Context: an optimization exercise on an open-source flow, tuned for small area, a short achievable clock period and few clock cycles. The choices shown serve that exercise and are no tape-out recipe. At most, simulation tests tie the RTL to the original design; equivalence was not proved. Power and IR drop assume default switching activity.

Setup of v6:
Design idex_unit, start of the top module:
module idex_unit (
    input  logic                     clk_i,
    input  logic                     rst_n_i,
    input  logic                     req_i,
    input  idex_ctrl_pkg::word_t     inst_i,
    input  idex_ctrl_pkg::word_t     pc_i,
    input  idex_ctrl_pkg::word_t     rs1_data_i,
    input  idex_ctrl_pkg::word_t     rs2_data_i,
    output idex_ctrl_pkg::reg_addr_t rs1_addr_o,
    output idex_ctrl_pkg::reg_addr_t rs2_addr_o,
    output logic                     ack_o,
    output logic                     rd_we_o,
    output idex_ctrl_pkg::reg_addr_t rd_addr_o,
    output idex_ctrl_pkg::word_t     rd_data_o,
    output idex_ctrl_pkg::word_t     pc_next_o,
    output logic                     inst_err_o
);
Settings: LEC_CHECK=0, ABC_AREA=1, CAP_MARGIN=20, CORE_MARGIN=2, CORE_UTILIZATION=30, SETUP_SLACK_MARGIN=1.2, SLEW_MARGIN=20; clock period 6.5 ns.
standard.sh (not shown) runs the stock make flow with config.mk's settings and CLKGATE_MAP_FILE= SYNTH_SCRIPT=/design/flow/synth_recipe.tcl, a recipe that flattens the netlist after the stock synthesis.
==> flow/flow/run.sh <==
#!/bin/bash
# Own layout flow: the standard ORFS flow (standard.sh) with two changes:
#  - synthesis leaves adders to ABC (ADDER_MAP_FILE empty: no full/half
#    adder cells are extracted before technology mapping);
#  - the port buffers are plain buf_2 cells instead of the delay cells that
#    buffer_ports picks by default. Each port still gets its own buffer.
set -euo pipefail
bash standard.sh "ADDER_MAP_FILE=" \
    "BUFFER_PORTS_ARGS=-buffer_cell sky130_fd_sc_hd__buf_2" finish > orfs_make.log 2>&1
### v6 -> v7
- SETUP_SLACK_MARGIN changed from 1.2 to 0.6
==> summary.txt <==
- Changes observed in v7 relative to v6: post-cts gate resize count now smaller, layout-stage area growth over the synthesis result now smaller.
- v7 vs. v6: multi-input combinational gate total closely matched the old numbers; met2 routed wirelength decreased by 3.9% relative to the old numbers; final worst-path setup slack decreased by 180 ps relative to the old numbers; multi-input gate share of total cell area increased by 3.1 points relative to the old numbers; wire length after detailed routing decreased by about 4% relative to the old numbers.
- Via count is higher on v6
- Diff v6 -> v7: share of the core filled with cells shrank by 8.6 points; worst hold slack across all endpoints shrank by 18 ps.
Function was not checked in any run of this note: the RTL went through the layout flow alone.


Setup of run A:
Another version of the RTL of idex_unit (not shown whole).
Size in the first run: ~1700 cells after synthesis, ~210 I/O pins, ~8400 um^2 of cells after synthesis.
export LEC_CHECK = 0
export ABC_AREA = 1
export CAP_MARGIN = 20
export CORE_MARGIN = 2
export CORE_UTILIZATION = 40
export SETUP_SLACK_MARGIN = 0.5
export SLEW_MARGIN = 20
create_clock -name core_clock -period 6.5 [get_ports {clk_i}]
==> flow/flow/run.sh <==
#!/bin/bash
# Own layout flow: the standard ORFS flow (standard.sh) with two changes:
#  - synthesis leaves adders to ABC (ADDER_MAP_FILE empty: no full/half
#    adder cells are extracted before technology mapping);
#  - the port buffers are plain buf_1 cells instead of the delay cells that
#    buffer_ports picks by default. Each port still gets its own buffer.
set -euo pipefail
bash standard.sh "ADDER_MAP_FILE=" \
    "BUFFER_PORTS_ARGS=-buffer_cell sky130_fd_sc_hd__buf_1" finish > orfs_make.log 2>&1
Testbench counts of run A, summed over its fixed seeds: cycles 6,400.
[inputs] run B vs run A
Settings: clearing SETUP_SLACK_MARGIN, which used to be 0.5.
[summary]
- Diff run A -> run B | non-clock buffer count | down by a few percent
- On growth of design area from synthesis to finish, the higher figure sits with run A, not run B.
- Run A reports its critical path's slowest cell as sky130_fd_sc_hd__or2_1 while run B reports sky130_fd_sc_hd__nor2_2.
- Run B supports a lower top clock frequency than run A.
- The run with more setup slack is run A; run B has less.
- Summary: with run A as the reference, sum of routed wire segments on met1 in run B moved down slightly.
- Relative to run A, count of instances resized after the clock tree is built decreased by 1 in run B.
- Total design power (higher): run A
- Run A has higher buffer share of cell area than run B.
- Run A has lower final critical-path required period than run B.
Modified inputs, run C compared to run B
Settings: CORE_UTILIZATION: 40 -> 30.
Total number of tap cells is higher on run C
| quantity of I/O buffers inserted on ports | run B vs run C | ≈ equal |
Diff run C and run B: worst-margin pin slew lower in run C
What run C reported for count of routing violations after the opening detailed-route iteration has to be multiplied by 0.72 to get the figure for run B.
Internal cell power on run C is up relative to run B.
Global-route congestion overflow total came out exactly the same in run C and run B.
On upper clock frequency limit, run C and run B are neck and neck.
Run B → run C: post-route standard cell area excluding fillers increased 210 um^2, minimum clock period increased 0.017 ns.
Run B → run C: routed length per instance did not really move, sum of routed wire length over all layers grew by 5.5%.
The cell type of the slowest stage on the worst timing path comes out sky130_fd_sc_hd__buf_1 in one run and sky130_fd_sc_hd__nor2_2 in the other, namely in run C and run B respectively.
--- input diff run C..run D ---
Settings: swapping 30 for 48 in CORE_UTILIZATION.
### Flow results
- Per the comparison of run D with run C, largest stage delay on the critical path picked up an extra 0.24 ns; post-route fraction of the period consumed by the critical path went up 0.76 points; area added between synthesis and finish lower; worst path setup slack after routing went down; global routing usage on met3 rose 6.8 points.
- First-pass GRT wire length, run D and run C, higher one = run C.
- Number of buffers added for setup after CTS: run D vs run C — no meaningful difference
- Run D ends up with a number of cells on the critical path that is 9 lower than in run C.
- Re inserted tap cell count: run D is 40% down on run C.
- Between run D and run C, met2 capacity usage during global routing is higher for run D, run C comes in under that.
What run E does differently from run D at the input level:
Settings: CORE_UTILIZATION now 40, was 48; SETUP_SLACK_MARGIN now 0.9, previously not set.
--- outcome ---
- [compare] base=run D new=run E: total instance count after detailed placement went up 53, area after synthesis held.
- Run E: site row count 8.3% above run D
- Run E ended up with met4 as its top metal layer carrying routed signals; run D ended up with met5.
> inputs changed (run E -> run F)
Settings: changing SETUP_SLACK_MARGIN from 0.9 to 0.3.
--- outcome ---
The endpoint of the most critical setup path comes out rd_data_o[17] in one run and rd_data_o[31] in the other, namely in run F and run E respectively. A launching instance or port of the critical path of inst_i[13] is what run E shows, while inst_i[14] belongs to run F. From run E to run F the numbers moved as follows: critical-path maximum fanout went up; routed wirelength normalized by instance count went down by 1.6%; design area went down 8.8%; met3 track demand over resource in global routing fell 0.95 points. Setup WNS run E -> run F: worse.
